This is an optimization exercise on Yosys and OpenROAD, whose aim is small area, not a production implementation.
In this exercise RTL edits were held to simulation tests only and were not proved equivalent to the original.

## run a
==> flow/design.v <==
package motion_pkg;
  localparam int num_motors = 2;
  localparam int word_bits  = 64;
  localparam int acc_bits   = 16;   
  localparam int dur_bits   = 16;   
  localparam int op_bits    = 8;
  localparam int free_bits  = 4;
endpackage
`timescale 1ns/1ps
module motion_core (
  input  logic       buffered_clk,
  input  logic       resetn_in,
  input  logic       sck,
  input  logic       cs_n,
  input  logic       copi,
  output logic       cipo,
  output logic [1:0] step,
  output logic [1:0] dir,
  output logic [1:0] enable_out,
  output logic       buffer_dtr,
  output logic       move_done
);
  logic rst;
  always_ff @(posedge buffered_clk) begin
    rst <= ~resetn_in;
  end
  logic [2:0]  sck_s;
  logic [2:0]  cs_s;
  logic        sck_rise, sck_fall, cs_rise, cs_fall;
  logic [63:0] rx;           
  logic [6:0]  bit_cnt;
  logic        cnt64;
  logic        dec;          
  logic [7:0]  op;
  assign sck_rise = sck_s[1] & ~sck_s[2];
  assign sck_fall = ~sck_s[1] & sck_s[2];
  assign cs_rise  = cs_s[1] & ~cs_s[2];
  assign cs_fall  = ~cs_s[1] & cs_s[2];
  assign cnt64    = bit_cnt[6];
  assign dec      = bit_cnt == 7'd68;
  assign op       = rx[63:56];
  always_ff @(posedge buffered_clk) begin
    sck_s <= {sck_s[1:0], sck};
    cs_s  <= {cs_s[1:0], cs_n};
  end
  logic sh1, sh0;
  always_ff @(posedge buffered_clk) begin
    sh1 <= sck_s[0] & ~sck_s[1];
    sh0 <= ~(sck_s[0] & ~sck_s[1]);
    rx  <= ({rx[62:0], copi} & {64{sh1}}) | (rx & {64{sh0}});
  end
  always_ff @(posedge buffered_clk) begin
    if (rst || cs_fall) begin
      bit_cnt <= '0;
    end else if (cnt64 ? (cs_rise || bit_cnt[5:0] != '0) : sck_fall) begin
      bit_cnt <= bit_cnt + 7'd1;
    end
  end
  logic       push;
  logic [7:0] last_op;
  logic [7:0] moves_done;
  logic [3:0] md_wait;
  logic       overflow;
  logic       move_complete;
  logic       full;
  logic       is_enable, is_move, is_clear;
  assign is_enable = op == 8'h01;
  assign is_move   = op == 8'h02;
  assign is_clear  = op == 8'h03;
  always_ff @(posedge buffered_clk) begin
    push <= dec & is_move & ~full;
  end
  always_ff @(posedge buffered_clk) begin
    if (rst) begin
      last_op <= '0;
    end else if (dec) begin
      last_op <= op;
    end
  end
  always_ff @(posedge buffered_clk) begin
    if (rst) begin
      enable_out <= '0;
      moves_done <= '0;
      md_wait    <= '0;
      overflow   <= 1'b0;
    end else begin
      if (dec & is_enable) begin
        enable_out <= rx[49:48];
      end
      if (dec & is_clear) begin
        moves_done <= '0;
        md_wait    <= '0;
      end else if (cs_s[1]) begin
        if (move_complete || md_wait != '0) begin
          moves_done <= moves_done + 8'd1;
        end
        if (md_wait != '0 && !move_complete) begin
          md_wait <= md_wait - 4'd1;
        end
      end else if (move_complete) begin
        md_wait <= md_wait + 4'd1;
      end
      if (dec & is_clear) begin
        overflow <= 1'b0;
      end else if (dec & is_move & full) begin
        overflow <= 1'b1;
      end
    end
  end
  logic [49:0] ring [8];
  logic [2:0]  wr_rel, rd_rel;
  logic        empty;
  logic        pop;
  logic        pend;         
  logic [3:0]  free_slots;
  logic [49:0] head;
  logic        ld;
  assign empty      = (wr_rel == rd_rel) & ~full;
  assign free_slots = {empty, rd_rel - wr_rel};
  logic [2:0]  wr_rel_d;
  logic        full_d, pend_d, wsel1, wsel0;
  assign wr_rel_d = rst ? 3'd0 : wr_rel - {2'b0, ~push};
  assign full_d   = rst ? 1'b0 : pop ? 1'b0 : (push && (wr_rel + 3'd1) == rd_rel) ? 1'b1 : full;
  assign pend_d   = push | (pend & (wr_rel != 3'd1));
  logic [7:0]  rsel;
  always_comb begin
    for (int i = 0; i < 8; i++) begin
      rsel[i] = ld & (rd_rel == 3'(i));
    end
    head = '0;
    for (int i = 0; i < 8; i++) begin
      head = head | ({50{rsel[i]}} & ring[i]);
    end
  end
  always_ff @(posedge buffered_clk) begin
    pend  <= pend_d;
    wsel1 <= ((wr_rel_d == 3'd0) & ~full_d) | (pend_d & (wr_rel_d == 3'd1));
    wsel0 <= ~(((wr_rel_d == 3'd0) & ~full_d) | (pend_d & (wr_rel_d == 3'd1)));
  end
  always_ff @(posedge buffered_clk) begin
    for (int i = 0; i < 7; i++) begin
      ring[i] <= ring[i+1];
    end
    ring[7] <= (rx[49:0] & {50{wsel1}}) | (ring[0] & {50{wsel0}});
  end
  always_ff @(posedge buffered_clk) begin
    if (rst) begin
      rd_rel <= '0;
    end else begin
      rd_rel <= rd_rel - {2'b0, ~pop};
    end
    wr_rel <= wr_rel_d;
    full   <= full_d;
  end
  logic [2:0]  st;
  logic [15:0] rem;
  logic [15:0] inc0, inc1, acc0, acc1;
  logic [4:0]  s0, s1;
  logic [3:0]  r_nib;
  logic        c0, c1;       
  logic        b_in, bw;     
  logic        tick, running, chk, rem_last;
  assign ld       = st == 3'b001;
  assign tick     = st == 3'b111;
  assign running  = st[2] | st[1];
  assign pop      = st == 3'b010;
  assign chk      = st[1] & st[0];
  assign s0       = {1'b0, acc0[3:0]} + {1'b0, inc0[3:0]} + {4'b0, c0};
  assign s1       = {1'b0, acc1[3:0]} + {1'b0, inc1[3:0]} + {4'b0, c1};
  assign step     = {tick & s1[4], tick & s0[4]};
  assign b_in     = (st[1:0] == 2'b00) | bw;
  assign r_nib    = rem[3:0] - {3'b0, b_in};
  assign rem_last = (rem[15:4] == '0) & ((st[2] ? r_nib : rem[3:0]) == '0);
  assign move_complete = chk & rem_last;
  always_ff @(posedge buffered_clk) begin
    inc0 <= {head[39:32], head[47:40]} | ({16{~ld}} & {inc0[3:0], inc0[15:4]});
    inc1 <= {head[23:16], head[31:24]} | ({16{~ld}} & {inc1[3:0], inc1[15:4]});
    rem  <= {head[7:0], head[15:8]} | ({16{~ld}} & {st[2] ? r_nib : rem[3:0], rem[15:4]});
    acc0 <= {st[2] ? s0[3:0] : 4'b0, acc0[15:4]};
    acc1 <= {st[2] ? s1[3:0] : 4'b0, acc1[15:4]};
    c0   <= st[2] & ~chk & s0[4];
    c1   <= st[2] & ~chk & s1[4];
    bw   <= b_in & (rem[3:0] == '0);
  end
  always_ff @(posedge buffered_clk) begin
    if (rst) begin
      st  <= 3'b000;
      dir <= '0;
    end else begin
      dir <= head[49:48] | ({2{~ld}} & dir);
      if ((st == 3'b000 && empty) || move_complete) begin
        st <= 3'b000;
      end else if (tick) begin
        st <= 3'b100;
      end else begin
        st <= st + 3'd1;
      end
    end
  end
  assign buffer_dtr = ~full;
  assign move_done  = empty & ~running;
  logic [3:0] free_snap;
  logic       busy_snap;
  logic [63:0] status;
  always_ff @(posedge buffered_clk) begin
    if (cs_fall) begin
      free_snap <= free_slots;
      busy_snap <= running;
    end
  end
  assign status = {last_op, 40'd0, moves_done, free_snap, overflow, busy_snap, enable_out};
  assign cipo   = ~cnt64 & status[~bit_cnt[5:0]];
endmodule
clock: 10.0 ns
lec_check: 0
cap_margin: 20
core_margin: 2
core_utilization: 40
slew_margin: 20
standard.sh (not shown) runs the stock make flow with config.mk's settings and CLKGATE_MAP_FILE= SYNTH_SCRIPT=/design/flow/synth_recipe.tcl, a recipe that flattens the netlist after the stock synthesis.
==> flow/flow/run.sh <==
#!/bin/bash
# Layout flow: the standard ORFS flow, except
#  - the combinational logic is mapped with an area-oriented ABC script
#    (flow/abc_area_map.script) in place of ORFS's delay-oriented one; the
#    rest of synthesis is ORFS's, so the registers are the standard ones,
#    which is checked below against a standard synthesis run first;
#  - CTS uses small clock buffers and no dummy loads;
#  - the ports get single-drive buffers.
# Each tool's output goes to a log file in this folder.
set -euo pipefail
RES=orfs/results/sky130hd/motion_core/base

bash standard.sh synth > synth_standard.log 2>&1
mkdir -p synth_standard
cp $RES/1_2_yosys.v synth_standard/

# 2. The same synthesis with the area mapping script
rm -rf alt_scripts && mkdir alt_scripts
for f in "$FLOW_HOME"/scripts/*; do ln -s "$f" alt_scripts/; done
rm alt_scripts/abc_speed.script
cp flow/abc_area_map.script alt_scripts/abc_speed.script
rm -f $RES/1_2_yosys.v $RES/1_2_yosys.sdc $RES/1_synth.odb $RES/1_synth.sdc
SCRIPTS_DIR=$PWD/alt_scripts bash standard.sh synth > synth_area.log 2>&1

# 3. Both netlists must hold the same registers, by name and cell type
regs() { grep -E '^\s*sky130_fd_sc_hd__(s?e?df|dl)[a-z0-9_]* ' "$1" | awk '{print $1, $2}' | sort; }
regs synth_standard/1_2_yosys.v > regs_standard.txt
regs $RES/1_2_yosys.v > regs_area.txt
if ! cmp -s regs_standard.txt regs_area.txt || [ ! -s regs_standard.txt ]; then
  echo "register mismatch: falling back to the standard synthesis" >> synth_area.log
  rm -f $RES/1_2_yosys.v $RES/1_2_yosys.sdc $RES/1_synth.odb $RES/1_synth.sdc
  bash standard.sh synth > synth_standard_again.log 2>&1
fi

# 4. The rest of the standard flow
export CTS_ARGS="-sink_clustering_enable -repair_clock_nets -sink_clustering_size 20 -sink_clustering_max_diameter 60 -buf_list sky130_fd_sc_hd__clkbuf_8 -dont_use_dummy_load"
export BUFFER_PORTS_ARGS="-buffer_cell sky130_fd_sc_hd__buf_1"
bash standard.sh > flow_make.log 2>&1
==> flow/flow/abc_area_map.script <==
strash
&get -n
&fraig -x
&put
scorr
dc2
strash
&get -n
&dch -f
&nf -R 1000 -p
&put
Run a reached the end of the flow, and the finished layout is clean on the timing, DRC and antenna checks.
Inputs modified between run a and run b:
diff --git a/flow/flow/run.sh b/flow/flow/run.sh
--- a/flow/flow/run.sh
+++ b/flow/flow/run.sh
@@ -35,3 +35,3 @@
 # 4. The rest of the standard flow
-export CTS_ARGS="-sink_clustering_enable -repair_clock_nets -sink_clustering_size 20 -sink_clustering_max_diameter 60 -buf_list sky130_fd_sc_hd__clkbuf_8 -dont_use_dummy_load"
+export CTS_ARGS="-sink_clustering_enable -repair_clock_nets -sink_clustering_size 10 -sink_clustering_max_diameter 45 -buf_list sky130_fd_sc_hd__clkbuf_4 -dont_use_dummy_load"
 export BUFFER_PORTS_ARGS="-buffer_cell sky130_fd_sc_hd__buf_1"
[summary]
- Between run b and run a, the difference in number of clock sinks seen by CTS is negligible.
- Relative to run a, the global-route wire length before repair of run b is higher by about 1.1%.
- The final cycle utilization of the critical path in run b sits 0.53 points above the value recorded for run a.
- The higher post-route minimum period came out of run b.
- Compared with run a, in run b setup slack of the critical path after layout -0.053 ns; met3 track utilization from global routing ~0 delta.
- From run a to run b, synthesized area did not move at all.

[re-timing with driven ports]
Ports are ideal in the flow. The routed layouts listed here were re-timed in OpenROAD.
Step 1 (the two cells are an assumption about what drives the block):
set clk [get_ports {buffered_clk}]
set_driving_cell -lib_cell sky130_fd_sc_hd__clkbuf_16 $clk
set_driving_cell -lib_cell sky130_fd_sc_hd__buf_2 [delete_from_list [all_inputs] $clk]
Step 2 times the ports against the registers' clock, not the clock port: input delays grow and output delays shrink by t, the midpoint of the rising clock arrivals with the driver on.
a / b / c = no drivers / after step 1 / after step 2; a / b = the first two.
run	t (ns)	setup slack, ns	hold slack, ns	worst register clock-pin slew, ns	worst slew at a driven data input, ns
run a	0.647	5.590 / 5.543 / 6.190	0.298 / 0.298 / 0.298	0.12 / 0.12	0.03
run b	0.754	5.537 / 5.490 / 6.243	0.299 / 0.299 / 0.299	0.11 / 0.11	0.03
After both steps setup and hold are still met in every run listed.
